Background: an optimization exercise with open tools, aiming at small area, a short achievable clock period and few clock cycles. Do not read the settings as production practice.
In this exercise RTL edits were held to simulation tests only and were not proved equivalent to the original.
No activity file was given, so power comes from the tool's default toggle rates.

==> flow/design.v, too long to show whole: its modules and the start of the top module <==
// module registerFile: 12 lines
// module aluUnit: 18 lines
// module mulTree: 1673 lines
// module controlSequencer: 23 lines
// module busCpu: 155 lines
module busCpu (
    input  logic                       Clock,
    input  logic                       rst,
    input  logic                       instrValid,
    input  logic [32-1:0]     instrWord,
    output logic                       instrReady,
    output logic                       retireValid,
    output logic [4-1:0] retireDest,
    output logic [32-1:0]     retireData
);
  // ...
==> flow/flow/run.sh <==
#!/bin/bash
set -euo pipefail
bash standard.sh SETUP_SLACK_MARGIN=7 finish > flow_make.log 2>&1
==> flow/standard.sh <==
#!/bin/bash
# synth_recipe.tcl (not shown) runs the flow's synth.tcl, then flattens the netlist and writes it again
# the make line also repeats each setting of config.mk as NAME=value (left out here)
make -C /OpenROAD-flow-scripts/flow DESIGN_CONFIG=/design/flow/config.mk WORK_HOME=/design/flow/orfs CLKGATE_MAP_FILE= SYNTH_SCRIPT=/design/flow/synth_recipe.tcl "${@:-finish}"
==> flow/config.mk <==
export PLATFORM = sky130hd
export DESIGN_NAME = busCpu
export DESIGN_NICKNAME = busCpu
export VERILOG_FILES = /design/flow/design.v
export SDC_FILE = /design/flow/constraint.sdc
export NUM_CORES = 4
export LEC_CHECK = 0
export CAP_MARGIN = 20
export CORE_MARGIN = 2
export CORE_UTILIZATION = 40
export SLEW_MARGIN = 20
==> flow/constraint.sdc <==
create_clock -name core_clock -period 11.0 [get_ports {Clock}]
set_input_delay 2.2000 -clock core_clock [delete_from_list [all_inputs] [get_ports {Clock}]]
set_output_delay 2.2000 -clock core_clock [all_outputs]
set_load 0.01 [all_outputs]
==> results.txt, run 1 <==
run status finished clean; pre-CTS WS 5940 ps; worst setup path start xTwo[2]$_DFF_P_; area of the core 0.152 mm^2; number of standard cells after synthesis 5600; library cell contributing the largest single delay on the critical path sky130_fd_sc_hd__fa_1; Crit path largest cell delay 540 ps; Clock Network Area Fraction 4.96%; area fraction in compound gates after synthesis 18.8%; Die Y 396 um; ratio of total power to cell area 105 mW/mm^2; seq pwr 3.77 mW; Critical Path Stages 14; GPL Wtd Cong 0.984; internal reg-to-reg setup slack 6800 ps; internal power consumption 6.02 mW; number of enable-type register cells in the synthesized netlist 608; part of the Yosys area used for sequential elements 40.7%; detail-routed net length per standard cell 35.1 um; overall power of the completed layout 7.82 mW; number of hold buffers added after cts 0; cell area after technology mapping 0.0615 mm^2; most used cells in the layout excluding fill and tap cells sky130_fd_sc_hd__a22oi_1, sky130_fd_sc_hd__edfxtp_1, sky130_fd_sc_hd__inv_1; share of power burned in the clock network 48.1%; CP Buf/Inv Count 6; ANT cells 12; Die X-Extent 396 um
Testbench counts, summed over its fixed seeds: cycles 16,245.
==> module busCpu, before the edit <==
module busCpu (
    input  logic                       Clock,
    input  logic                       rst,
    input  logic                       instrValid,
    input  logic [32-1:0]     instrWord,
    output logic                       instrReady,
    output logic                       retireValid,
    output logic [4-1:0] retireDest,
    output logic [32-1:0]     retireData
);
    localparam int DW = 32;
    localparam int RN = 16;
    localparam int AW = 4;
    logic [RN-1:0][DW-1:0] regs;
    logic [RN-1:0]         regValid;
    logic [DW-1:0]         hiReg;
    logic [DW-1:0]         loReg;
    logic                  hiloValid;
    logic          irV;
    logic [DW-1:0] ir;
    logic          stallD;      
    logic [AW-1:0] wRa, wRb;
    assign instrReady = !stallD;
    assign wRa = instrWord[isaPkg::raHi:isaPkg::raLo];
    assign wRb = instrWord[isaPkg::rbHi:isaPkg::rbLo];
    always_ff @(posedge Clock) begin
        if (!stallD) begin
            ir <= instrWord;
        end
        if (rst) begin
            irV    <= 1'b0;
            stallD <= 1'b0;
        end else begin
            if (!stallD) begin
                irV <= instrValid;
            end
            stallD <= !stallD && instrValid &&
                      instrWord[isaPkg::opcodeHi:isaPkg::opcodeLo] == isaPkg::opMul &&
                      irV && dWr && (dRc == wRa || dRc == wRb);
        end
    end
    logic              dLegal;
    logic              dWr;
    ctrlPkg::opClassT  dCls;
    logic [AW-1:0]     dRa, dRb, dRc;
    logic [RN-1:0]     selA, selB;
    logic [DW-1:0]     rdA, rdB;
    logic [DW-1:0]     immExt;
    controlSequencer decode_i (
        .op        (ir[isaPkg::opcodeHi:isaPkg::opcodeLo]),
        .legal     (dLegal),
        .writesReg (dWr),
        .cls       (dCls)
    );
    assign dRa    = ir[isaPkg::raHi:isaPkg::raLo];
    assign dRb    = ir[isaPkg::rbHi:isaPkg::rbLo];
    assign dRc    = ir[isaPkg::rcHi:isaPkg::rcLo];
    assign immExt = {{(DW-19){ir[isaPkg::immHi]}}, ir[isaPkg::immHi:isaPkg::immLo]};
    always_comb begin
        for (int i = 0; i < RN; i++) begin
            selA[i] = (dRa == AW'(i)) && regValid[i];
            selB[i] = (dRb == AW'(i)) && regValid[i];
        end
    end
    registerFile readA_i (.sel(selA), .regs(regs), .rdata(rdA));
    registerFile readB_i (.sel(selB), .regs(regs), .rdata(rdB));
    logic [RN-1:0] dOne, dTwo;
    always_comb begin
        for (int i = 0; i < DW/2; i++) begin
            logic bm1;
            bm1 = (i == 0) ? 1'b0 : rdB[2*i-1];
            dOne[i] = rdB[2*i] ^ bm1;
            dTwo[i] = (rdB[2*i+1] & ~rdB[2*i] & ~bm1) | (~rdB[2*i+1] & rdB[2*i] & bm1);
        end
    end
    logic              xV;
    logic              xWr;
    ctrlPkg::opClassT  xCls;
    logic [AW-1:0]     xRc;
    logic [DW-1:0]     xA, xB;
    logic              xFwdA, xFwdB;
    logic [RN-1:0]     xOne, xTwo;
    always_ff @(posedge Clock) begin
        xV    <= irV && dLegal && !stallD && !rst;
        xOne  <= dOne;
        xTwo  <= dTwo;
        xWr   <= dWr;
        xCls  <= dCls;
        xRc   <= dRc;
        xA    <= dCls.ldi ? immExt : rdA;
        xB    <= rdB;
        xFwdA <= !dCls.ldi && xV && xWr && (xRc == dRa);
        xFwdB <= xV && xWr && (xRc == dRb);
    end
    logic          mV;
    logic          mMul;
    logic [AW-1:0] mRc;
    logic [DW-1:0] mRes;
    logic [2*DW-1:0] mX, mY;
    logic [2*DW-1:0] prod;
    logic [DW-1:0] opA, opB;
    logic [DW-1:0] hiSrc, loSrc;
    logic [DW-1:0] xRes;
    logic [2*DW-1:0] csX, csY;
    assign opA = xFwdA ? mRes : xA;
    assign opB = xFwdB ? mRes : xB;
    assign prod  = mX + mY;
    assign hiSrc = (mV && mMul) ? prod[2*DW-1:DW] : (hiReg & {DW{hiloValid}});
    assign loSrc = (mV && mMul) ? prod[DW-1:0]    : (loReg & {DW{hiloValid}});
    aluUnit alu_i (
        .cls   (xCls),
        .a     (opA),
        .b     (opB),
        .hi    (hiSrc),
        .lo    (loSrc),
        .result(xRes)
    );
    mulTree mul_i (.a(xA), .b(xB), .one(xOne), .two(xTwo), .x(csX), .y(csY));
    always_ff @(posedge Clock) begin
        for (int i = 0; i < RN; i++) begin
            if (xV && xWr && xRc == AW'(i)) begin
                regs[i] <= xRes;
            end
        end
        if (rst) begin
            regValid <= '0;
        end else if (xV && xWr) begin
            regValid[xRc] <= 1'b1;
        end
    end
    always_ff @(posedge Clock) begin
        mV   <= xV && !rst;
        mMul <= xCls.mul;
        mRc  <= xRc;
        mRes <= xRes;
        mX   <= csX;
        mY   <= csY;
    end
    always_ff @(posedge Clock) begin
        if (mV && mMul) begin
            hiReg <= prod[2*DW-1:DW];
            loReg <= prod[DW-1:0];
        end
        if (rst) begin
            hiloValid <= 1'b0;
        end else if (mV && mMul) begin
            hiloValid <= 1'b1;
        end
    end
    always_ff @(posedge Clock) begin
        retireValid <= mV && !rst;
        retireDest  <= mRc;
        retireData  <= mMul ? prod[DW-1:0] : mRes;
    end
endmodule
==> inputs of run 2 (changes only) <==
--- a/flow/design.v
+++ b/flow/design.v
@@ -65,17 +65,18 @@
                   | ({32{cls.mflo}}  & lo);
 endmodule
 module mulTree (
     input  logic [31:0] a,
     input  logic [31:0] b,
     input  logic [15:0] one,
     input  logic [15:0] two,
     output logic [63:0] x,
-    output logic [63:0] y
+    output logic [63:0] y,
+    output logic [63:0] z
 );
     wire neg0 = b[1];
     wire one0 = one[0];
     wire two0 = two[0];
     wire pp0_0 = (one0 & a[0]) ^ neg0;
     wire pp0_1 = ((one0 & a[1]) | (two0 & a[0])) ^ neg0;
     wire pp0_2 = ((one0 & a[2]) | (two0 & a[1])) ^ neg0;
     wire pp0_3 = ((one0 & a[3]) | (two0 & a[2])) ^ neg0;
@@ -1483,264 +1484,208 @@
     wire t833 = t722 ^ t724 ^ t725;
     wire t834 = (t722 & t724) | (t722 & t725) | (t724 & t725);
     wire t835 = t726 ^ t727 ^ pp15_27;
     wire t836 = (t726 & t727) | (t726 & pp15_27) | (t727 & pp15_27);
     wire t837 = t728 ^ pp13_32 ^ pp14_30;
     wire t838 = (t728 & pp13_32) | (t728 & pp14_30) | (pp13_32 & pp14_30);
     wire t839 = pp14_31 ^ pp15_29;
     wire t840 = pp14_31 & pp15_29;
-    wire t841 = pp0_2 ^ pp1_0;
-    wire t842 = pp0_2 & pp1_0;
-    wire t843 = pp0_3 ^ pp1_1;
-    wire t844 = pp0_3 & pp1_1;
-    wire t845 = t729 ^ pp2_0 ^ neg2;
-    wire t846 = (t729 & pp2_0) | (t729 & neg2) | (pp2_0 & neg2);
-    wire t847 = t730 ^ t731 ^ pp2_1;
-    wire t848 = (t730 & t731) | (t730 & pp2_1) | (t731 & pp2_1);
-    wire t849 = t732 ^ t733 ^ neg3;
-    wire t850 = (t732 & t733) | (t732 & neg3) | (t733 & neg3);
-    wire t851 = t734 ^ t735 ^ pp3_1;
-    wire t852 = (t734 & t735) | (t734 & pp3_1) | (t735 & pp3_1);
-    wire t853 = t736 ^ t737 ^ neg4;
-    wire t854 = (t736 & t737) | (t736 & neg4) | (t737 & neg4);
-    wire t855 = t738 ^ t739 ^ t539;
-    wire t856 = (t738 & t739) | (t738 & t539) | (t739 & t539);
-    wire t857 = t740 ^ t741 ^ t543;
-    wire t858 = (t740 & t741) | (t740 & t543) | (t741 & t543);
-    wire t859 = t742 ^ t743 ^ t547;
-    wire t860 = (t742 & t743) | (t742 & t547) | (t743 & t547);
-    wire t861 = t744 ^ t745 ^ t551;
-    wire t862 = (t744 & t745) | (t744 & t551) | (t745 & t551);
-    wire t863 = t746 ^ t747 ^ t555;
-    wire t864 = (t746 & t747) | (t746 & t555) | (t747 & t555);
-    wire t865 = t748 ^ t749 ^ t559;
-    wire t866 = (t748 & t749) | (t748 & t559) | (t749 & t559);
-    wire t867 = t750 ^ t751 ^ t563;
-    wire t868 = (t750 & t751) | (t750 & t563) | (t751 & t563);
-    wire t869 = t752 ^ t753 ^ t567;
-    wire t870 = (t752 & t753) | (t752 & t567) | (t753 & t567);
-    wire t871 = t754 ^ t755 ^ t571;
-    wire t872 = (t754 & t755) | (t754 & t571) | (t755 & t571);
-    wire t873 = t756 ^ t757 ^ t575;
-    wire t874 = (t756 & t757) | (t756 & t575) | (t757 & t575);
-    wire t875 = t758 ^ t759 ^ t579;
-    wire t876 = (t758 & t759) | (t758 & t579) | (t759 & t579);
-    wire t877 = t760 ^ t761 ^ t583;
-    wire t878 = (t760 & t761) | (t760 & t583) | (t761 & t583);
-    wire t879 = t762 ^ t763 ^ t587;
-    wire t880 = (t762 & t763) | (t762 & t587) | (t763 & t587);
-    wire t881 = t764 ^ t765 ^ t591;
-    wire t882 = (t764 & t765) | (t764 & t591) | (t765 & t591);
-    wire t883 = t766 ^ t767 ^ t595;
-    wire t884 = (t766 & t767) | (t766 & t595) | (t767 & t595);
-    wire t885 = t768 ^ t769 ^ t599;
-    wire t886 = (t768 & t769) | (t768 & t599) | (t769 & t599);
-    wire t887 = t770 ^ t771 ^ t603;
-    wire t888 = (t770 & t771) | (t770 & t603) | (t771 & t603);
-    wire t889 = t772 ^ t773 ^ t607;
-    wire t890 = (t772 & t773) | (t772 & t607) | (t773 & t607);
-    wire t891 = t774 ^ t775 ^ t611;
-    wire t892 = (t774 & t775) | (t774 & t611) | (t775 & t611);
-    wire t893 = t776 ^ t777 ^ t615;
-    wire t894 = (t776 & t777) | (t776 & t615) | (t777 & t615);
-    wire t895 = t778 ^ t779 ^ t619;
-    wire t896 = (t778 & t779) | (t778 & t619) | (t779 & t619);
-    wire t897 = t780 ^ t781 ^ t623;
-    wire t898 = (t780 & t781) | (t780 & t623) | (t781 & t623);
-    wire t899 = t782 ^ t783 ^ t627;
-    wire t900 = (t782 & t783) | (t782 & t627) | (t783 & t627);
-    wire t901 = t784 ^ t785 ^ t631;
-    wire t902 = (t784 & t785) | (t784 & t631) | (t785 & t631);
-    wire t903 = t786 ^ t787 ^ t635;
-    wire t904 = (t786 & t787) | (t786 & t635) | (t787 & t635);
-    wire t905 = t788 ^ t789 ^ t639;
-    wire t906 = (t788 & t789) | (t788 & t639) | (t789 & t639);
-    wire t907 = t790 ^ t791 ^ t643;
-    wire t908 = (t790 & t791) | (t790 & t643) | (t791 & t643);
-    wire t909 = t792 ^ t793 ^ t647;
-    wire t910 = (t792 & t793) | (t792 & t647) | (t793 & t647);
-    wire t911 = t794 ^ t795 ^ t651;
-    wire t912 = (t794 & t795) | (t794 & t651) | (t795 & t651);
-    wire t913 = t796 ^ t797 ^ t655;
-    wire t914 = (t796 & t797) | (t796 & t655) | (t797 & t655);
-    wire t915 = t798 ^ t799 ^ t659;
-    wire t916 = (t798 & t799) | (t798 & t659) | (t799 & t659);
-    wire t917 = t800 ^ t801 ^ t663;
-    wire t918 = (t800 & t801) | (t800 & t663) | (t801 & t663);
-    wire t919 = t802 ^ t803 ^ t667;
-    wire t920 = (t802 & t803) | (t802 & t667) | (t803 & t667);
-    wire t921 = t804 ^ t805 ^ t671;
-    wire t922 = (t804 & t805) | (t804 & t671) | (t805 & t671);
-    wire t923 = t806 ^ t807 ^ t675;
-    wire t924 = (t806 & t807) | (t806 & t675) | (t807 & t675);
-    wire t925 = t808 ^ t809 ^ t679;
-    wire t926 = (t808 & t809) | (t808 & t679) | (t809 & t679);
-    wire t927 = t810 ^ t811 ^ t683;
-    wire t928 = (t810 & t811) | (t810 & t683) | (t811 & t683);
-    wire t929 = t812 ^ t813 ^ t687;
-    wire t930 = (t812 & t813) | (t812 & t687) | (t813 & t687);
-    wire t931 = t814 ^ t815 ^ t691;
-    wire t932 = (t814 & t815) | (t814 & t691) | (t815 & t691);
-    wire t933 = t816 ^ t817 ^ t695;
-    wire t934 = (t816 & t817) | (t816 & t695) | (t817 & t695);
-    wire t935 = t818 ^ t819 ^ t699;
-    wire t936 = (t818 & t819) | (t818 & t699) | (t819 & t699);
-    wire t937 = t820 ^ t821 ^ t703;
-    wire t938 = (t820 & t821) | (t820 & t703) | (t821 & t703);
-    wire t939 = t822 ^ t823 ^ t707;
-    wire t940 = (t822 & t823) | (t822 & t707) | (t823 & t707);
-    wire t941 = t824 ^ t825 ^ t711;
-    wire t942 = (t824 & t825) | (t824 & t711) | (t825 & t711);
-    wire t943 = t826 ^ t827 ^ t715;
-    wire t944 = (t826 & t827) | (t826 & t715) | (t827 & t715);
-    wire t945 = t828 ^ t829 ^ t719;
-    wire t946 = (t828 & t829) | (t828 & t719) | (t829 & t719);
-    wire t947 = t830 ^ t831 ^ t723;
-    wire t948 = (t830 & t831) | (t830 & t723) | (t831 & t723);
-    wire t949 = t832 ^ t833 ^ pp15_26;
-    wire t950 = (t832 & t833) | (t832 & pp15_26) | (t833 & pp15_26);
-    wire t951 = t834 ^ t835 ^ 1'b1;
-    wire t952 = (t834 & t835) | (t834 & 1'b1) | (t835 & 1'b1);
-    wire t953 = t836 ^ t837 ^ pp15_28;
-    wire t954 = (t836 & t837) | (t836 & pp15_28) | (t837 & pp15_28);
-    wire t955 = t838 ^ t839 ^ 1'b1;
-    wire t956 = (t838 & t839) | (t838 & 1'b1) | (t839 & 1'b1);
-    wire t957 = t840 ^ pp14_32 ^ pp15_30;
-    wire t958 = (t840 & pp14_32) | (t840 & pp15_30) | (pp14_32 & pp15_30);
-    wire t959 = pp15_31 ^ 1'b1;
-    wire t960 = pp15_31 & 1'b1;
     assign x[0] = pp0_0;
     assign y[0] = neg0;
+    assign z[0] = 1'b0;
     assign x[1] = pp0_1;
     assign y[1] = 1'b0;
-    assign x[2] = t841;
-    assign y[2] = neg1;
-    assign x[3] = t842;
-    assign y[3] = t843;
-    assign x[4] = t844;
-    assign y[4] = t845;
-    assign x[5] = t846;
-    assign y[5] = t847;
-    assign x[6] = t848;
-    assign y[6] = t849;
-    assign x[7] = t850;
-    assign y[7] = t851;
-    assign x[8] = t852;
-    assign y[8] = t853;
-    assign x[9] = t854;
-    assign y[9] = t855;
-    assign x[10] = t856;
-    assign y[10] = t857;
-    assign x[11] = t858;
-    assign y[11] = t859;
-    assign x[12] = t860;
-    assign y[12] = t861;
-    assign x[13] = t862;
-    assign y[13] = t863;
-    assign x[14] = t864;
-    assign y[14] = t865;
-    assign x[15] = t866;
-    assign y[15] = t867;
-    assign x[16] = t868;
-    assign y[16] = t869;
-    assign x[17] = t870;
-    assign y[17] = t871;
-    assign x[18] = t872;
-    assign y[18] = t873;
-    assign x[19] = t874;
-    assign y[19] = t875;
-    assign x[20] = t876;
-    assign y[20] = t877;
-    assign x[21] = t878;
-    assign y[21] = t879;
-    assign x[22] = t880;
-    assign y[22] = t881;
-    assign x[23] = t882;
-    assign y[23] = t883;
-    assign x[24] = t884;
-    assign y[24] = t885;
-    assign x[25] = t886;
-    assign y[25] = t887;
-    assign x[26] = t888;
-    assign y[26] = t889;
-    assign x[27] = t890;
-    assign y[27] = t891;
-    assign x[28] = t892;
-    assign y[28] = t893;
-    assign x[29] = t894;
-    assign y[29] = t895;
-    assign x[30] = t896;
-    assign y[30] = t897;
-    assign x[31] = t898;
-    assign y[31] = t899;
-    assign x[32] = t900;
-    assign y[32] = t901;
-    assign x[33] = t902;
-    assign y[33] = t903;
-    assign x[34] = t904;
-    assign y[34] = t905;
-    assign x[35] = t906;
-    assign y[35] = t907;
-    assign x[36] = t908;
-    assign y[36] = t909;
-    assign x[37] = t910;
-    assign y[37] = t911;
-    assign x[38] = t912;
-    assign y[38] = t913;
-    assign x[39] = t914;
-    assign y[39] = t915;
-    assign x[40] = t916;
-    assign y[40] = t917;
-    assign x[41] = t918;
-    assign y[41] = t919;
-    assign x[42] = t920;
-    assign y[42] = t921;
-    assign x[43] = t922;
-    assign y[43] = t923;
-    assign x[44] = t924;
-    assign y[44] = t925;
-    assign x[45] = t926;
-    assign y[45] = t927;
-    assign x[46] = t928;
-    assign y[46] = t929;
-    assign x[47] = t930;
-    assign y[47] = t931;
-    assign x[48] = t932;
-    assign y[48] = t933;
-    assign x[49] = t934;
-    assign y[49] = t935;
-    assign x[50] = t936;
-    assign y[50] = t937;
-    assign x[51] = t938;
-    assign y[51] = t939;
-    assign x[52] = t940;
-    assign y[52] = t941;
-    assign x[53] = t942;
-    assign y[53] = t943;
-    assign x[54] = t944;
-    assign y[54] = t945;
-    assign x[55] = t946;
-    assign y[55] = t947;
-    assign x[56] = t948;
-    assign y[56] = t949;
-    assign x[57] = t950;
-    assign y[57] = t951;
-    assign x[58] = t952;
-    assign y[58] = t953;
-    assign x[59] = t954;
-    assign y[59] = t955;
-    assign x[60] = t956;
-    assign y[60] = t957;
-    assign x[61] = t958;
-    assign y[61] = t959;
-    assign x[62] = t960;
-    assign y[62] = pp15_32;
+    assign z[1] = 1'b0;
+    assign x[2] = pp0_2;
+    assign y[2] = pp1_0;
+    assign z[2] = neg1;
+    assign x[3] = pp0_3;
+    assign y[3] = pp1_1;
+    assign z[3] = 1'b0;
+    assign x[4] = t729;
+    assign y[4] = pp2_0;
+    assign z[4] = neg2;
+    assign x[5] = t730;
+    assign y[5] = t731;
+    assign z[5] = pp2_1;
+    assign x[6] = t732;
+    assign y[6] = t733;
+    assign z[6] = neg3;
+    assign x[7] = t734;
+    assign y[7] = t735;
+    assign z[7] = pp3_1;
+    assign x[8] = t736;
+    assign y[8] = t737;
+    assign z[8] = neg4;
+    assign x[9] = t738;
+    assign y[9] = t739;
+    assign z[9] = t539;
+    assign x[10] = t740;
+    assign y[10] = t741;
+    assign z[10] = t543;
+    assign x[11] = t742;
+    assign y[11] = t743;
+    assign z[11] = t547;
+    assign x[12] = t744;
+    assign y[12] = t745;
+    assign z[12] = t551;
+    assign x[13] = t746;
+    assign y[13] = t747;
+    assign z[13] = t555;
+    assign x[14] = t748;
+    assign y[14] = t749;
+    assign z[14] = t559;
+    assign x[15] = t750;
+    assign y[15] = t751;
+    assign z[15] = t563;
+    assign x[16] = t752;
+    assign y[16] = t753;
+    assign z[16] = t567;
+    assign x[17] = t754;
+    assign y[17] = t755;
+    assign z[17] = t571;
+    assign x[18] = t756;
+    assign y[18] = t757;
+    assign z[18] = t575;
+    assign x[19] = t758;
+    assign y[19] = t759;
+    assign z[19] = t579;
+    assign x[20] = t760;
+    assign y[20] = t761;
+    assign z[20] = t583;
+    assign x[21] = t762;
+    assign y[21] = t763;
+    assign z[21] = t587;
+    assign x[22] = t764;
+    assign y[22] = t765;
+    assign z[22] = t591;
+    assign x[23] = t766;
+    assign y[23] = t767;
+    assign z[23] = t595;
+    assign x[24] = t768;
+    assign y[24] = t769;
+    assign z[24] = t599;
+    assign x[25] = t770;
+    assign y[25] = t771;
+    assign z[25] = t603;
+    assign x[26] = t772;
+    assign y[26] = t773;
+    assign z[26] = t607;
+    assign x[27] = t774;
+    assign y[27] = t775;
+    assign z[27] = t611;
+    assign x[28] = t776;
+    assign y[28] = t777;
+    assign z[28] = t615;
+    assign x[29] = t778;
+    assign y[29] = t779;
+    assign z[29] = t619;
+    assign x[30] = t780;
+    assign y[30] = t781;
+    assign z[30] = t623;
+    assign x[31] = t782;
+    assign y[31] = t783;
+    assign z[31] = t627;
+    assign x[32] = t784;
+    assign y[32] = t785;
+    assign z[32] = t631;
+    assign x[33] = t786;
+    assign y[33] = t787;
+    assign z[33] = t635;
+    assign x[34] = t788;
+    assign y[34] = t789;
+    assign z[34] = t639;
+    assign x[35] = t790;
+    assign y[35] = t791;
+    assign z[35] = t643;
+    assign x[36] = t792;
+    assign y[36] = t793;
+    assign z[36] = t647;
+    assign x[37] = t794;
+    assign y[37] = t795;
+    assign z[37] = t651;
+    assign x[38] = t796;
+    assign y[38] = t797;
+    assign z[38] = t655;
+    assign x[39] = t798;
+    assign y[39] = t799;
+    assign z[39] = t659;
+    assign x[40] = t800;
+    assign y[40] = t801;
+    assign z[40] = t663;
+    assign x[41] = t802;
+    assign y[41] = t803;
+    assign z[41] = t667;
+    assign x[42] = t804;
+    assign y[42] = t805;
+    assign z[42] = t671;
+    assign x[43] = t806;
+    assign y[43] = t807;
+    assign z[43] = t675;
+    assign x[44] = t808;
+    assign y[44] = t809;
+    assign z[44] = t679;
+    assign x[45] = t810;
+    assign y[45] = t811;
+    assign z[45] = t683;
+    assign x[46] = t812;
+    assign y[46] = t813;
+    assign z[46] = t687;
+    assign x[47] = t814;
+    assign y[47] = t815;
+    assign z[47] = t691;
+    assign x[48] = t816;
+    assign y[48] = t817;
+    assign z[48] = t695;
+    assign x[49] = t818;
+    assign y[49] = t819;
+    assign z[49] = t699;
+    assign x[50] = t820;
+    assign y[50] = t821;
+    assign z[50] = t703;
+    assign x[51] = t822;
+    assign y[51] = t823;
+    assign z[51] = t707;
+    assign x[52] = t824;
+    assign y[52] = t825;
+    assign z[52] = t711;
+    assign x[53] = t826;
+    assign y[53] = t827;
+    assign z[53] = t715;
+    assign x[54] = t828;
+    assign y[54] = t829;
+    assign z[54] = t719;
+    assign x[55] = t830;
+    assign y[55] = t831;
+    assign z[55] = t723;
+    assign x[56] = t832;
+    assign y[56] = t833;
+    assign z[56] = pp15_26;
+    assign x[57] = t834;
+    assign y[57] = t835;
+    assign z[57] = 1'b1;
+    assign x[58] = t836;
+    assign y[58] = t837;
+    assign z[58] = pp15_28;
+    assign x[59] = t838;
+    assign y[59] = t839;
+    assign z[59] = 1'b1;
+    assign x[60] = t840;
+    assign y[60] = pp14_32;
+    assign z[60] = pp15_30;
+    assign x[61] = pp15_31;
+    assign y[61] = 1'b1;
+    assign z[61] = 1'b0;
+    assign x[62] = pp15_32;
+    assign y[62] = 1'b0;
+    assign z[62] = 1'b0;
     assign x[63] = 1'b1;
     assign y[63] = 1'b0;
+    assign z[63] = 1'b0;
 endmodule
 `timescale 1ns/1ps
 module controlSequencer (
     input  logic [5-1:0] op,
     output logic                     legal,
     output logic                     writesReg,
     output ctrlPkg::opClassT         cls
 );
@@ -1775,135 +1720,141 @@
     localparam int DW = 32;
     localparam int RN = 16;
     localparam int AW = 4;
     logic [RN-1:0][DW-1:0] regs;
     logic [RN-1:0]         regValid;
     logic [DW-1:0]         hiReg;
     logic [DW-1:0]         loReg;
     logic                  hiloValid;
-    logic          irV;
-    logic [DW-1:0] ir;
-    logic          stallD;      
-    logic [AW-1:0] wRa, wRb;
+    logic              irV;
+    logic [DW-1:0]     ir;
+    logic              xV, xWr;
+    ctrlPkg::opClassT  xCls;
+    logic [AW-1:0]     xRc;
+    logic [DW-1:0]     xA, xB;
+    logic [RN-1:0]     xOne, xTwo;
+    logic              mV, mWr, mMul;
+    logic [AW-1:0]     mRc;
+    logic [DW-1:0]     mRes;
+    logic [2*DW-1:0]   mX, mY, mZ;
+    logic             stallD;   
+    logic             wHilo;
+    ctrlPkg::opClassT dCls;
     assign instrReady = !stallD;
-    assign wRa = instrWord[isaPkg::raHi:isaPkg::raLo];
-    assign wRb = instrWord[isaPkg::rbHi:isaPkg::rbLo];
+    assign wHilo = instrWord[isaPkg::opcodeHi:isaPkg::opcodeLo] == isaPkg::opMfhi ||
+                   instrWord[isaPkg::opcodeHi:isaPkg::opcodeLo] == isaPkg::opMflo;
     always_ff @(posedge Clock) begin
         if (!stallD) begin
             ir <= instrWord;
         end
         if (rst) begin
             irV    <= 1'b0;
             stallD <= 1'b0;
         end else begin
             if (!stallD) begin
                 irV <= instrValid;
             end
-            stallD <= !stallD && instrValid &&
-                      instrWord[isaPkg::opcodeHi:isaPkg::opcodeLo] == isaPkg::opMul &&
-                      irV && dWr && (dRc == wRa || dRc == wRb);
+            stallD <= !stallD && instrValid && wHilo && irV && dCls.mul;
         end
     end
-    logic              dLegal;
-    logic              dWr;
-    ctrlPkg::opClassT  dCls;
+    logic              dLegal, dWr;
     logic [AW-1:0]     dRa, dRb, dRc;
-    logic [RN-1:0]     selA, selB;
-    logic [DW-1:0]     rdA, rdB;
     logic [DW-1:0]     immExt;
+    logic              fwdXA, fwdXB, fwdMA, fwdMB;
+    logic [RN-1:0]     selA, selB;
+    logic [DW-1:0]     rfA, rfB;
+    logic [DW-1:0]     earlyA, earlyB;
+    logic [DW-1:0]     dA, dB;
+    logic [RN-1:0]     dOne, dTwo;
+    logic [DW-1:0]     xRes;
     controlSequencer decode_i (
         .op        (ir[isaPkg::opcodeHi:isaPkg::opcodeLo]),
         .legal     (dLegal),
         .writesReg (dWr),
         .cls       (dCls)
     );
     assign dRa    = ir[isaPkg::raHi:isaPkg::raLo];
     assign dRb    = ir[isaPkg::rbHi:isaPkg::rbLo];
     assign dRc    = ir[isaPkg::rcHi:isaPkg::rcLo];
     assign immExt = {{(DW-19){ir[isaPkg::immHi]}}, ir[isaPkg::immHi:isaPkg::immLo]};
+    assign fwdXA = !dCls.ldi && xV && xWr && (xRc == dRa);
+    assign fwdXB = xV && xWr && (xRc == dRb);
+    assign fwdMA = mV && mWr && (mRc == dRa);
+    assign fwdMB = mV && mWr && (mRc == dRb);
     always_comb begin
         for (int i = 0; i < RN; i++) begin
-            selA[i] = (dRa == AW'(i)) && regValid[i];
-            selB[i] = (dRb == AW'(i)) && regValid[i];
+            selA[i] = (dRa == AW'(i)) && regValid[i] && !fwdMA;
+            selB[i] = (dRb == AW'(i)) && regValid[i] && !fwdMB;
         end
     end
-    registerFile readA_i (.sel(selA), .regs(regs), .rdata(rdA));
-    registerFile readB_i (.sel(selB), .regs(regs), .rdata(rdB));
-    logic [RN-1:0] dOne, dTwo;
+    registerFile readA_i (.sel(selA), .regs(regs), .rdata(rfA));
+    registerFile readB_i (.sel(selB), .regs(regs), .rdata(rfB));
+    assign earlyA = dCls.ldi ? immExt : (rfA | (mRes & {DW{fwdMA}}));
+    assign earlyB = rfB | (mRes & {DW{fwdMB}});
+    assign dA     = fwdXA ? xRes : earlyA;
+    assign dB     = fwdXB ? xRes : earlyB;
     always_comb begin
         for (int i = 0; i < DW/2; i++) begin
             logic bm1;
-            bm1 = (i == 0) ? 1'b0 : rdB[2*i-1];
-            dOne[i] = rdB[2*i] ^ bm1;
-            dTwo[i] = (rdB[2*i+1] & ~rdB[2*i] & ~bm1) | (~rdB[2*i+1] & rdB[2*i] & bm1);
+            bm1 = (i == 0) ? 1'b0 : dB[2*i-1];
+            dOne[i] = dB[2*i] ^ bm1;
+            dTwo[i] = (dB[2*i+1] & ~dB[2*i] & ~bm1) | (~dB[2*i+1] & dB[2*i] & bm1);
         end
     end
-    logic              xV;
-    logic              xWr;
-    ctrlPkg::opClassT  xCls;
-    logic [AW-1:0]     xRc;
-    logic [DW-1:0]     xA, xB;
-    logic              xFwdA, xFwdB;
-    logic [RN-1:0]     xOne, xTwo;
     always_ff @(posedge Clock) begin
-        xV    <= irV && dLegal && !stallD && !rst;
-        xOne  <= dOne;
-        xTwo  <= dTwo;
-        xWr   <= dWr;
-        xCls  <= dCls;
-        xRc   <= dRc;
-        xA    <= dCls.ldi ? immExt : rdA;
-        xB    <= rdB;
-        xFwdA <= !dCls.ldi && xV && xWr && (xRc == dRa);
-        xFwdB <= xV && xWr && (xRc == dRb);
+        xV   <= irV && dLegal && !stallD && !rst;
+        xWr  <= dWr;
+        xCls <= dCls;
+        xRc  <= dRc;
+        xA   <= dA;
+        xB   <= dB;
+        xOne <= dOne;
+        xTwo <= dTwo;
     end
-    logic          mV;
-    logic          mMul;
-    logic [AW-1:0] mRc;
-    logic [DW-1:0] mRes;
-    logic [2*DW-1:0] mX, mY;
     logic [2*DW-1:0] prod;
-    logic [DW-1:0] opA, opB;
-    logic [DW-1:0] hiSrc, loSrc;
-    logic [DW-1:0] xRes;
-    logic [2*DW-1:0] csX, csY;
-    assign opA = xFwdA ? mRes : xA;
-    assign opB = xFwdB ? mRes : xB;
-    assign prod  = mX + mY;
-    assign hiSrc = (mV && mMul) ? prod[2*DW-1:DW] : (hiReg & {DW{hiloValid}});
-    assign loSrc = (mV && mMul) ? prod[DW-1:0]    : (loReg & {DW{hiloValid}});
+    logic [2*DW-1:0] pS, pC;
+    logic [DW-1:0]   hiSrc, loSrc;
+    logic [2*DW-1:0] csX, csY, csZ;
+    assign pS   = mX ^ mY ^ mZ;
+    assign pC   = {(mX[2*DW-2:0] & mY[2*DW-2:0]) | (mX[2*DW-2:0] & mZ[2*DW-2:0]) |
+                   (mY[2*DW-2:0] & mZ[2*DW-2:0]), 1'b0};
+    assign prod = pS + pC;
+    assign hiSrc = hiReg & {DW{hiloValid}};
+    assign loSrc = loReg & {DW{hiloValid}};
     aluUnit alu_i (
         .cls   (xCls),
-        .a     (opA),
-        .b     (opB),
+        .a     (xA),
+        .b     (xB),
         .hi    (hiSrc),
         .lo    (loSrc),
         .result(xRes)
     );
-    mulTree mul_i (.a(xA), .b(xB), .one(xOne), .two(xTwo), .x(csX), .y(csY));
-    always_ff @(posedge Clock) begin
-        for (int i = 0; i < RN; i++) begin
-            if (xV && xWr && xRc == AW'(i)) begin
-                regs[i] <= xRes;
-            end
-        end
-        if (rst) begin
-            regValid <= '0;
-        end else if (xV && xWr) begin
-            regValid[xRc] <= 1'b1;
-        end
-    end
+    mulTree mul_i (.a(xA), .b(xB), .one(xOne), .two(xTwo), .x(csX), .y(csY), .z(csZ));
     always_ff @(posedge Clock) begin
         mV   <= xV && !rst;
+        mWr  <= xWr;
         mMul <= xCls.mul;
         mRc  <= xRc;
         mRes <= xRes;
         mX   <= csX;
         mY   <= csY;
+        mZ   <= csZ;
+    end
+    always_ff @(posedge Clock) begin
+        for (int i = 0; i < RN; i++) begin
+            if (mV && mWr && mRc == AW'(i)) begin
+                regs[i] <= mRes;
+            end
+        end
+        if (rst) begin
+            regValid <= '0;
+        end else if (mV && mWr) begin
+            regValid[mRc] <= 1'b1;
+        end
     end
     always_ff @(posedge Clock) begin
         if (mV && mMul) begin
             hiReg <= prod[2*DW-1:DW];
             loReg <= prod[DW-1:0];
         end
         if (rst) begin
             hiloValid <= 1'b0;
==> flow/config.mk (replaced) <==
export PLATFORM = sky130hd
export DESIGN_NAME = busCpu
export DESIGN_NICKNAME = busCpu
export VERILOG_FILES = /design/flow/design.v
export SDC_FILE = /design/flow/constraint.sdc
export NUM_CORES = 4
export LEC_CHECK = 0
export CAP_MARGIN = 20
export CORE_MARGIN = 2
export CORE_UTILIZATION = 40
export CTS_CLUSTER_DIAMETER = 110
export CTS_CLUSTER_SIZE = 24
export SLEW_MARGIN = 20
==> run 2 against run 1 <==
Still clean on timing, DRC and antenna. First-iteration DRC count decreased by 9.0%. Cell count decreased by 6.3%. Core utilization decreased by 5.1 points. Combinational power increased by 57%. Setup slack improved by 250 ps. Global-route usage decreased by 3.7 points. Critical endpoint is now xA[17]$_DFF_P_. Highest routed layer unchanged.
==> results.txt, run 2 <==
run status finished clean (unchanged); number of violations of the max-capacitance limit 0 (unchanged); pin count of the biggest net entering global routing 60 (was 42); remaining global-route overflow 0 (unchanged); count of buffers inserted at the top-level ports 72 (unchanged); detail-routed net length per standard cell 32.8 um (was 35.1 um); final cell utilization of the core 43.6% (was 48.7%); vias in the first global route 48300 (was 50600); cell area after technology mapping 0.0614 mm^2 (was 0.0615 mm^2); number of enable-type register cells in the synthesized netlist 608 (unchanged); Top delay family on crit path simple AND/OR/NAND/NOR gates (was adder cells); crit start category register (unchanged); most flop-heavy register regs (unchanged); GPL Wtd Cong 0.925 (was 0.984); most area-consuming cells after synthesis sky130_fd_sc_hd__edfxtp_1, sky130_fd_sc_hd__fa_1, sky130_fd_sc_hd__dfxtp_1 (unchanged); I/O Pins 73 (unchanged); total routing usage reported by global routing 29.9% (was 33.6%); total wire length 240000 um (was 274000 um); Setup TNS 0 ps (unchanged); leakage power 24.7 nW (was 27.8 nW); Post-Layout Inst Area 0.0664 mm^2 (was 0.0741 mm^2); kind of end point of the critical path register (unchanged); setup repair after global routing missed its margin no (was yes); nets@finish 5843 (was 6274); prevailing post-synth register cell sky130_fd_sc_hd__edfxtp_1 (unchanged); # H-tree levels 2 (was 3); data arrival time at the worst-slack endpoint 4480 ps (was 4910 ps); post-synth cell types 104 (was 80); total cell area at the placement stage 0.0642 mm^2 (was 0.0643 mm^2); global-route wire length before repair 343000 um (was 377000 um); synthesis-stage register bit count 999 (was 946); most frequent cell after synthesis sky130_fd_sc_hd__a22oi_1 (unchanged); registers with the highest flip-flop counts regs (512), mX (63), mY (60) (was regs (512), mX (63), mY (62)); cts bufs inserted 50 (was 106); DR iter-0 viols 8241 (was 9056); clk latency of the worst-skew pair 730 ps (was 790 ps); starting density of the core 40.3% (was 40.4%); number of clock sinks 999 (was 946); part of the Yosys area used for sequential elements 42.5% (was 40.7%); critical path cell sequence xnor2_1 -> nand3_1 -> nor3_4 -> buf_12 -> and3b_1 -> and3_2 -> buf_4 -> a22o_1 -> a221oi_1 -> nand4_1 -> o22ai_2 -> mux2i_1 (was buf_12 -> buf_6 -> a22oi_2 -> xnor2_2 -> fa_1 -> inv_2 -> fa_1 -> inv_2 -> fa_2 -> inv_2 -> fa_2 -> fa_1 -> inv_2 -> fa_2); CP Buf/Inv Count 2 (was 6); DRC Markers 0 (unchanged); Clock Pin Slew Worst Setup and Hold Paths 100 ps (was 60 ps); most used cells in the layout excluding fill and tap cells sky130_fd_sc_hd__a22oi_1, sky130_fd_sc_hd__edfxtp_1, sky130_fd_sc_hd__fa_1 (was sky130_fd_sc_hd__a22oi_1, sky130_fd_sc_hd__edfxtp_1, sky130_fd_sc_hd__inv_1); number of core rows 143 (unchanged); highest net fanout along the worst path 36 (was 11); Cell Count, Final, Fillers Out 7313 (was 7803); number of antenna violations at the first check in global routing 5 (was 19); fraction of registers with async set/reset 0% (unchanged); CP required 11530 ps (was 11700 ps); Die Y 396 um (about the same); FMAX 253 MHz (was 238 MHz); tightest slew margin relative to the limit 17.7% (was 18.5%); Antenna Nets Post-Route 0 (unchanged); 1st-pass router iterations 10 (was 8); number of standard cells after synthesis 5434 (was 5600); final critical-path required period 3950 ps (was 4200 ps); sequential standard cell area 0.0261 mm^2 (was 0.0252 mm^2); fraction of post-synthesis cell area in the top cell type by area 29.7% (about the same); number of setup violations in the final report 0 (unchanged); mean post-synth cell area 11.3 um^2 (was 11.0 um^2); Hold Crit Class register to register (unchanged); Via-to-Cell Ratio 6.58 (was 6.65); area of the core 0.152 mm^2 (unchanged); Crit path largest cell delay 540 ps (about the same); max FFs per register 512 (unchanged); commonest cells in the netlist sky130_fd_sc_hd__a22oi_1, sky130_fd_sc_hd__edfxtp_1, sky130_fd_sc_hd__clkbuf_1 (was sky130_fd_sc_hd__a22oi_1, sky130_fd_sc_hd__edfxtp_1, sky130_fd_sc_hd__inv_1); Final period util 35.9% (was 38.2%); Clock Skews 48.7 ps (was 88.3 ps); worst-margin pin slew 1230 ps (was 1210 ps); ratio of total power to cell area 101 mW/mm^2 (was 105 mW/mm^2); via count 48100 (was 51900); clock tree from TritonCTS done (unchanged); area growth from synthesis to final layout 8.18% (was 20.6%); library cell contributing the largest single delay on the critical path sky130_fd_sc_hd__edfxtp_1 (was sky130_fd_sc_hd__fa_1); layout cells sized above 1 8.56% (was 20.2%); Final Hold Fails 0 (unchanged); multi-input combinational cell area 0.0323 mm^2 (was 0.0343 mm^2); cell chosen for the clock root sky130_fd_sc_hd__clkbuf_16 (unchanged); total of warnings raised by yosys 3 (unchanged); net count of the mapped netlist 6039 (was 6204); top cell type by total area after synthesis sky130_fd_sc_hd__edfxtp_1 (unchanged); type of the setup path with the least slack register to register (unchanged); Die X-Extent 396 um (about the same); overall die area 0.157 mm^2 (about the same); Longest Clk Path Bufs 3 (unchanged); fin. max-slew vios 0 (unchanged); Worst VDD drop 0.000135 V (was 0.000141 V); Post-DP HPWL 144000 um (was 148000 um); count of placed standard cells including taps 7196 (was 7336); number of fill cells 14200 (was 13300); most common library cell in the layout ignoring fill and taps sky130_fd_sc_hd__a22oi_1 (unchanged)
==> run 2: cell count changes in the layout (fill, tap and decap cells not counted), sizes merged, moves of 23 or more <==
cell	change
nor2	-32
dfxtp	+53
mux2	-57
buf	-183
o22ai	+30
clkinv	-34
inv	-88
a22o	-98
a221oi	-31
a222oi	+66
bufbuf	-43
clkbuf	-72
nand3	-43
o21ai	+23
==> run 2: kinds of logic (layout without fill, tap and decap cells) <==
family          count (synthesis)  count (layout)  synth area share [%]
mux                            70              70                  1.25
fa+ha+maj                     570             570                  16.7
compound gates               1528            1528                  18.7
other cells                     0               3                     0
buf+inv                       920             766                  5.76
flops                         999             999                  42.5
xor+xnor                      675             675                  9.65
simple gates                  672             672                  5.49
==> run 2: worst paths after layout <==
path | to | start | cells past startpoint | slack (ps)
worst max-delay path | xA[17]$_DFF_P_ | ir[25]$_DFFE_PN_ | 12 | 7050
worst min-delay path | mWr$_DFF_P_ | xWr$_DFF_P_ | 0 | 330
worst max register to register | xA[17]$_DFF_P_ | ir[25]$_DFFE_PN_ | 12 | 7050
worst min register to register | mWr$_DFF_P_ | xWr$_DFF_P_ | 0 | 330
==> run 2: metrics by stage <==
stage / power, mW / hold slack [ps] / setup WS [ps]
after floorplan: 4.34 / 310 / 7150
after global placement: 4.50 / 312 / 6410
after detailed placement: 4.50 / 314 / 6430
after CTS: 6.69 / 333 / 6860
after global routing: 6.86 / 344 / 6990
final: 6.69 / 326 / 7050
==> run 2: layer usage <==
layer  up-vias  GRT usage, %  part of all wire (%)
met4         4          12.8                   5.3
met2      3959          44.2                    43
met1     24000          40.3                    38
met5         -             0                 0.026
li1      19400             -                     -
met3       795          9.14                    14
==> run 2: where the power goes <==
part | switching [mW] | leakage, nW | internal, mW
sequential | 0.0318 | 9.20 | 3.97
clock | 1.31 | 0.743 | 0.924
combinational | 0.281 | 14.7 | 0.169
==> run 2: area by class of cell <==
class	count	area share, %
multi-input cells	3515	48.6
flip-flops and latches	999	39.3
well taps	2030	3.82
repair buffers	256	3.47
inverters	416	2.37
clock buffers	82	2.10
clock inverters	12	0.271
diodes	3	0.0113
==> run 2: worst register-to-register path: stages (launching register included) <==
cell	delay, ps
sky130_fd_sc_hd__edfxtp_1	540
sky130_fd_sc_hd__xnor2_1	200
sky130_fd_sc_hd__nand3_1	140
sky130_fd_sc_hd__nor3_4	170
sky130_fd_sc_hd__buf_12	330
sky130_fd_sc_hd__and3b_1	260
sky130_fd_sc_hd__and3_2	410
sky130_fd_sc_hd__buf_4	380
sky130_fd_sc_hd__a22o_1	260
sky130_fd_sc_hd__a221oi_1	220
sky130_fd_sc_hd__nand4_1	160
sky130_fd_sc_hd__o22ai_2	440
sky130_fd_sc_hd__mux2i_1	240
==> run 2: repair_timing <==
action | 4_1_cts | 5_1_grt
resized for setup | 47 | 82
endpoints found under the setup margin | 122 | 85
pin swaps | 1 | 11
hold buffers | 0 | 0
cloned | 0 | 1
buffers inserted | 7 | 12
Testbench counts of run 2, summed over its fixed seeds: cycles 16,430.
==> module aluUnit, before the edit <==
module aluUnit (
    input  ctrlPkg::opClassT       cls,
    input  logic [32-1:0] a,
    input  logic [32-1:0] b,
    input  logic [32-1:0] hi,
    input  logic [32-1:0] lo,
    output logic [32-1:0] result
);
    logic [32-1:0] sum;
    logic                   unusedLsb;
    assign {sum, unusedLsb} = {a, 1'b1} + {b ^ {32{cls.sub}}, cls.sub};
    assign result = ({32{cls.ldi}}   & a)
                  | ({32{cls.arith}} & sum)
                  | ({32{cls.land}}  & (a & b))
                  | ({32{cls.lor}}   & (a | b))
                  | ({32{cls.mfhi}}  & hi)
                  | ({32{cls.mflo}}  & lo);
endmodule
==> inputs of run 3 (changes only) <==
--- a/flow/design.v
+++ b/flow/design.v
@@ -56,6 +56,10 @@
 );
     logic [32-1:0] sum;
-    logic                   unusedLsb;
-    assign {sum, unusedLsb} = {a, 1'b1} + {b ^ {32{cls.sub}}, cls.sub};
+    prefixAdder #(.N(32), .L(5)) add_i (
+        .a   (a),
+        .b   (b ^ {32{cls.sub}}),
+        .cin (cls.sub),
+        .sum (sum)
+    );
     assign result = ({32{cls.ldi}}   & a)
                   | ({32{cls.arith}} & sum)
@@ -65,4 +69,33 @@
                   | ({32{cls.mflo}}  & lo);
 endmodule
+module prefixAdder #(
+    parameter int N = 64,
+    parameter int L = 6    
+) (
+    input  logic [N-1:0] a,
+    input  logic [N-1:0] b,
+    input  logic         cin,
+    output logic [N-1:0] sum
+);
+    logic [N-1:0] p0;
+    logic [N-1:0] gl [L+1];
+    logic [N-1:0] pl [L+1];
+    assign p0    = a ^ b;
+    assign gl[0] = (a & b) | {{(N-1){1'b0}}, p0[0] & cin};
+    assign pl[0] = p0;
+    for (genvar l = 0; l < L; l++) begin : g_level
+        for (genvar i = 0; i < N; i++) begin : g_bit
+            if ((i >> l) & 1) begin : g_join
+                localparam int J = ((i >> l) << l) - 1;
+                assign gl[l+1][i] = gl[l][i] | (pl[l][i] & gl[l][J]);
+                assign pl[l+1][i] = pl[l][i] & pl[l][J];
+            end else begin : g_pass
+                assign gl[l+1][i] = gl[l][i];
+                assign pl[l+1][i] = pl[l][i];
+            end
+        end
+    end
+    assign sum = p0 ^ {gl[L][N-2:0], cin};
+endmodule
 module mulTree (
     input  logic [31:0] a,
@@ -1737,10 +1770,13 @@
     logic [DW-1:0]     mRes;
     logic [2*DW-1:0]   mX, mY, mZ;
-    logic             stallD;   
-    logic             wHilo;
+    logic             readyR;   
+    logic             stallD;
+    logic [AW-1:0]    wRa, wRb;
     ctrlPkg::opClassT dCls;
-    assign instrReady = !stallD;
-    assign wHilo = instrWord[isaPkg::opcodeHi:isaPkg::opcodeLo] == isaPkg::opMfhi ||
-                   instrWord[isaPkg::opcodeHi:isaPkg::opcodeLo] == isaPkg::opMflo;
+    logic [AW-1:0]    dRc;
+    assign instrReady = readyR;
+    assign stallD     = !readyR;
+    assign wRa = instrWord[isaPkg::raHi:isaPkg::raLo];
+    assign wRb = instrWord[isaPkg::rbHi:isaPkg::rbLo];
     always_ff @(posedge Clock) begin
         if (!stallD) begin
@@ -1749,14 +1785,15 @@
         if (rst) begin
             irV    <= 1'b0;
-            stallD <= 1'b0;
+            readyR <= 1'b1;
         end else begin
             if (!stallD) begin
                 irV <= instrValid;
             end
-            stallD <= !stallD && instrValid && wHilo && irV && dCls.mul;
+            readyR <= !(readyR && instrValid && irV && (dCls.mfhi || dCls.mflo) &&
+                        xV && xCls.mul && (dRc == wRa || dRc == wRb));
         end
     end
     logic              dLegal, dWr;
-    logic [AW-1:0]     dRa, dRb, dRc;
+    logic [AW-1:0]     dRa, dRb;
     logic [DW-1:0]     immExt;
     logic              fwdXA, fwdXB, fwdMA, fwdMB;
@@ -1766,5 +1803,5 @@
     logic [DW-1:0]     dA, dB;
     logic [RN-1:0]     dOne, dTwo;
-    logic [DW-1:0]     xRes;
+    logic [DW-1:0]     xRes, xResFwd;
     controlSequencer decode_i (
         .op        (ir[isaPkg::opcodeHi:isaPkg::opcodeLo]),
@@ -1791,6 +1828,6 @@
     assign earlyA = dCls.ldi ? immExt : (rfA | (mRes & {DW{fwdMA}}));
     assign earlyB = rfB | (mRes & {DW{fwdMB}});
-    assign dA     = fwdXA ? xRes : earlyA;
-    assign dB     = fwdXB ? xRes : earlyB;
+    assign dA     = fwdXA ? xResFwd : earlyA;
+    assign dB     = fwdXB ? xResFwd : earlyB;
     always_comb begin
         for (int i = 0; i < DW/2; i++) begin
@@ -1813,20 +1850,28 @@
     logic [2*DW-1:0] prod;
     logic [2*DW-1:0] pS, pC;
-    logic [DW-1:0]   hiSrc, loSrc;
+    logic            late;
+    ctrlPkg::opClassT fwdCls;
     logic [2*DW-1:0] csX, csY, csZ;
     assign pS   = mX ^ mY ^ mZ;
     assign pC   = {(mX[2*DW-2:0] & mY[2*DW-2:0]) | (mX[2*DW-2:0] & mZ[2*DW-2:0]) |
                    (mY[2*DW-2:0] & mZ[2*DW-2:0]), 1'b0};
-    assign prod = pS + pC;
-    assign hiSrc = hiReg & {DW{hiloValid}};
-    assign loSrc = loReg & {DW{hiloValid}};
+    prefixAdder #(.N(2*DW), .L(6)) prodAdd_i (.a(pS), .b(pC), .cin(1'b0), .sum(prod));
+    assign late = mV && mMul;
+    always_comb begin
+        fwdCls      = xCls;
+        fwdCls.mfhi = xCls.mfhi && hiloValid && !late;
+        fwdCls.mflo = xCls.mflo && hiloValid && !late;
+    end
     aluUnit alu_i (
-        .cls   (xCls),
+        .cls   (fwdCls),
         .a     (xA),
         .b     (xB),
-        .hi    (hiSrc),
-        .lo    (loSrc),
-        .result(xRes)
+        .hi    (hiReg),
+        .lo    (loReg),
+        .result(xResFwd)
     );
+    assign xRes = xResFwd
+                | (prod[2*DW-1:DW] & {DW{xCls.mfhi && late}})
+                | (prod[DW-1:0]    & {DW{xCls.mflo && late}});
     mulTree mul_i (.a(xA), .b(xB), .one(xOne), .two(xTwo), .x(csX), .y(csY), .z(csZ));
     always_ff @(posedge Clock) begin
==> run 3 against run 2 <==
Still clean. Synthesized area is 1.4% lower. Setup slack worse by 9.1 ps. Core utilization is 0.26 points higher. Worst hold slack better by 26 ps. First-iteration DRC count is 2.8% lower. Synthesized cell count is 3.1% lower. Non-clock buffer count is 4 higher. Via count is 2.4% lower. Sequential cell count stayed put. Clock-buffer cell count is 1 lower. Register-to-register slack hardly changed.
==> results.txt, run 3 <==
most flop-heavy register regs (unchanged); part of the Yosys area used for sequential elements 43.1% (was 42.5%); fraction of post-synthesis cell area in the top cell type by area 30.2% (was 29.7%); prevailing post-synth register cell sky130_fd_sc_hd__edfxtp_1 (unchanged); vias in the first global route 48100 (was 48300); area of the core 0.150 mm^2 (was 0.152 mm^2); multi-input combinational cell area 0.0316 mm^2 (was 0.0323 mm^2); Clock Skews 42.5 ps (was 48.7 ps); number of fill cells 13900 (was 14200); count of placed standard cells including taps 7028 (was 7196); type of the setup path with the least slack register to register (unchanged); cell area after technology mapping 0.0605 mm^2 (was 0.0614 mm^2); count of buffers inserted at the top-level ports 72 (unchanged); net count of the mapped netlist 5882 (was 6039); Cell Count, Final, Fillers Out 7145 (was 7313); library cell contributing the largest single delay on the critical path sky130_fd_sc_hd__edfxtp_1 (unchanged); busiest layer in global routing met2 (unchanged); Flop pwr share 59.0% (was 59.8%); number of violations of the max-capacitance limit 0 (unchanged); nets@finish 5699 (was 5843); number of enable-type register cells in the synthesized netlist 608 (unchanged); crit start category register (unchanged); number of setup violations in the final report 0 (unchanged); Post-DP HPWL 136000 um (was 144000 um); Setup TNS 0 ps (unchanged); remaining global-route overflow 0 (unchanged); most common library cell in the layout ignoring fill and taps sky130_fd_sc_hd__a22oi_1 (unchanged); total cell area at the placement stage 0.0635 mm^2 (was 0.0642 mm^2); top cell type by total area after synthesis sky130_fd_sc_hd__edfxtp_1 (unchanged); switching fraction of total power 24.6% (was 24.3%); cts bufs inserted 52 (was 50); most used cells in the layout excluding fill and tap cells sky130_fd_sc_hd__a22oi_1, sky130_fd_sc_hd__edfxtp_1, sky130_fd_sc_hd__fa_1 (unchanged); FMAX 252 MHz (was 253 MHz); CP required 11640 ps (was 11530 ps); layout cells sized above 1 8.78% (was 8.56%); Hold Crit Class register to register (unchanged); clock tree from TritonCTS done (unchanged); Worst VDD drop 0.000116 V (was 0.000135 V); number of standard cells after synthesis 5268 (was 5434); Net Sw Power 1.66 mW (was 1.63 mW); critical path cell sequence xnor2_1 -> and3_1 -> and3_2 -> clkbuf_8 -> nor2b_2 -> buf_4 -> a221oi_1 -> nand4_1 -> o22a_2 -> nand2b_1 -> mux2i_1 (was xnor2_1 -> nand3_1 -> nor3_4 -> buf_12 -> and3b_1 -> and3_2 -> buf_4 -> a22o_1 -> a221oi_1 -> nand4_1 -> o22ai_2 -> mux2i_1); number of hold buffers added after cts 0 (unchanged); Longest Clk Path Bufs 3 (unchanged); Final Hold Fails 0 (unchanged); synthesis-stage register bit count 999 (unchanged); number of clock sinks 999 (unchanged); starting density of the core 40.3% (about the same); I/O Pins 73 (unchanged); pin count of the biggest net entering global routing 59 (was 60); total routing usage reported by global routing 29.7% (was 29.9%); GPL Wtd Cong 0.911 (was 0.925); Final period util 36.0% (was 35.9%); worst-margin pin slew 1160 ps (was 1230 ps); commonest cells in the netlist sky130_fd_sc_hd__a22oi_1, sky130_fd_sc_hd__edfxtp_1, sky130_fd_sc_hd__fa_1 (was sky130_fd_sc_hd__a22oi_1, sky130_fd_sc_hd__edfxtp_1, sky130_fd_sc_hd__clkbuf_1); via count 47000 (was 48100); area growth from synthesis to final layout 8.80% (was 8.18%); tightest slew margin relative to the limit 21.9% (was 17.7%); DR iter-0 viols 8014 (was 8241); # H-tree levels 2 (unchanged); fraction of registers with async set/reset 0% (unchanged); run status finished clean (unchanged); tightest hold margin 352 ps (was 326 ps); fin. max-slew vios 0 (unchanged); Crit path largest cell delay 570 ps (was 540 ps); Logic pwr share 6.7% (about the same); clk latency of the worst-skew pair 730 ps (about the same); overall power of the completed layout 6.76 mW (was 6.69 mW); Die Y 393 um (was 396 um); Antenna Nets Post-Route 0 (unchanged); total of warnings raised by yosys 9 (was 3); final critical-path required period 3960 ps (was 3950 ps); most frequent cell after synthesis sky130_fd_sc_hd__a22oi_1 (unchanged); CP Buf/Inv Count 2 (unchanged); most area-consuming cells after synthesis sky130_fd_sc_hd__edfxtp_1, sky130_fd_sc_hd__fa_1, sky130_fd_sc_hd__dfxtp_1 (unchanged); highest net fanout along the worst path 39 (was 36); registers with the highest flip-flop counts regs (512), mX (63), mY (60) (unchanged); global-route wire length before repair 333000 um (was 343000 um); detail-routed net length per standard cell 32.5 um (was 32.8 um); overall die area 0.154 mm^2 (was 0.157 mm^2); number of core rows 142 (was 143); setup repair after global routing missed its margin yes (was no); 1st-pass router iterations 12 (was 10); Top delay family on crit path simple AND/OR/NAND/NOR gates (unchanged); number of antenna violations at the first check in global routing 8 (was 5); DRC Markers 0 (unchanged); sequential standard cell area 0.0261 mm^2 (about the same); GR met1 Demand/Resource 39.9% (was 40.3%); Die X-Extent 393 um (was 396 um); leakage power 23.9 nW (was 24.7 nW); post-synth cell types 81 (was 104); M3 GR Usage 7.69% (was 9.14%); data arrival time at the worst-slack endpoint 4600 ps (was 4480 ps); kind of end point of the critical path register (unchanged); total wire length 232000 um (was 240000 um); share of power burned in the clock network 34.3% (was 33.5%); cell chosen for the clock root sky130_fd_sc_hd__clkbuf_16 (unchanged); ratio of total power to cell area 103 mW/mm^2 (was 101 mW/mm^2); internal power consumption 5.10 mW (was 5.06 mW); Post-Layout Inst Area 0.0659 mm^2 (was 0.0664 mm^2); Clock Pin Slew Worst Setup and Hold Paths 100 ps (about the same); max FFs per register 512 (unchanged); Via-to-Cell Ratio 6.58 (about the same); mean post-synth cell area 11.5 um^2 (was 11.3 um^2); GR Util met2 44.1% (was 44.2%)
## run 3: cell types whose count changed in the layout (fill, tap and decap cells not counted), moves of 13 or more
cell / change
sky130_fd_sc_hd__a22oi_1: -59
sky130_fd_sc_hd__a21oi_1: -25
sky130_fd_sc_hd__o21ai_0: +13
sky130_fd_sc_hd__nand2_1: -32
sky130_fd_sc_hd__a22o_1: +32
sky130_fd_sc_hd__a21o_1: -35
sky130_fd_sc_hd__o21ai_1: -16
sky130_fd_sc_hd__a221oi_1: +28
sky130_fd_sc_hd__nor2_1: -14
sky130_fd_sc_hd__a221o_1: +19
## run 3: through the flow
step / util (%) / setup WS (ps)
5_1_grt: 43.9 / 6970
4_1_cts: 43.6 / 6930
3_3_place_gp: 42.3 / 6040
2_1_floorplan: - / 7110
6_report: 43.9 / 7040
3_5_place_dp: 42.3 / 6400
## run 3: power by group through the flow
stage / sequential, mW / clock (mW) / combinational [mW]
after floorplan: 4.07 / 0 / 0.245
after detailed placement: 4.08 / 0 / 0.386
after global routing: 4.00 / 2.47 / 0.472
after global placement: 4.08 / 0 / 0.382
final: 3.99 / 2.32 / 0.452
after CTS: 3.99 / 2.35 / 0.404
## run 3: final timing paths
kind	start	endpoint	slack, ps	cells past startpoint
hold / removal	dCls[3]$_SDFF_PP0_	xCls[3]$_DFF_P_	350	0
setup / recovery	ir[20]$_DFFE_PP_	xTwo[9]$_DFF_P_	7040	11
hold reg to reg	dCls[3]$_SDFF_PP0_	xCls[3]$_DFF_P_	350	0
setup reg to reg	ir[20]$_DFFE_PP_	xTwo[9]$_DFF_P_	7040	11
## run 3: final cells by class
type,instances,share of cell area (%)
Tap cell,2016,3.83
Timing Repair Buffer,260,3.53
Clock inverter,15,0.378
Clock buffer,81,2.16
Antenna cell,2,0.00760
Inverter,416,2.38
Multi-Input combinational cell,3356,48.0
Sequential cell,999,39.7
## run 3: cells by family (layout without fill, tap and decap cells)
| family | after synthesis | in the layout | share of synthesized area (%) |
|---|---|---|---|
| flip-flops | 999 | 999 | 43.1 |
| adder cells (fa/ha/maj) | 579 | 579 | 17.2 |
| multiplexers | 61 | 61 | 1.09 |
| XOR/XNOR | 664 | 664 | 9.61 |
| buffers and inverters | 913 | 772 | 5.71 |
| AO/OA/AOI/OAI | 1459 | 1459 | 18.4 |
| other | 0 | 2 | 0 |
| AND/OR/NAND/NOR | 593 | 593 | 4.92 |
## run 3: metal layers
layer / vias to the layer above / share of wire, %
li1: 18900 / -
met1: 23500 / 38
met2: 3740 / 43
met3: 830 / 14
met4: 2 / 6.0
met5: - / 0.014
## run 3: worst reg2reg max path: cells and delay by family, from the launching register on
kind            cells  cell delay (ps)
compound gates      2              840
xor+xnor            1              360
buf+inv             2              810
flops               1              570
mux                 1              130
simple gates        5             1170
## run 3: what timing repair did
item                                    4_1_cts  5_1_grt
buffers inserted                             10        7
endpoints found under the hold margin         0        0
endpoints found under the setup margin      127       95
gates resized for setup                      41       87
pin swaps                                     7       17
gates cloned                                  0        1
Testbench counts of run 3, summed over its fixed seeds: cycles 16,083.

==> static timing again, ports no longer ideal <==
How much do the figures lean on ideal ports? The routed layouts below were timed once more, with nothing changed but the port constraints. Step 1 (the two cells are an assumption about what drives the block):
set clk [get_ports {Clock}]
set_driving_cell -lib_cell sky130_fd_sc_hd__clkbuf_16 $clk
set_driving_cell -lib_cell sky130_fd_sc_hd__buf_2 [delete_from_list [all_inputs] $clk]
Step 2, shift: input delay + t, output delay - t, t = (earliest + latest rising clock arrival at the registers) / 2. This alone moves slack from input paths to output paths. Slacks: no drivers / after step 1 / after step 2; pairs: no drivers / after step 1.
| run | shift t [ns] | setup WS [ns] | worst setup path after step 2 | latest minus earliest clock arrival (ns) | cell pins on the clock port's net |
|---|---|---|---|---|---|
| run 1 | 0.831 | 6.795 / 6.795 / 6.795 | register to register | 0.088 / 0.088 | 1 |
| run 2 | 0.784 | 7.048 / 6.993 / 7.048 | register to register | 0.053 / 0.053 | 1 |
| run 3 | 0.784 | 7.038 / 7.015 / 6.830 | input to register | 0.044 / 0.044 | 1 |
After both steps every run listed still meets setup and hold. The setup slack of run 3, which loses most, moves by -0.023 ns with the drivers and by -0.208 ns with both steps.
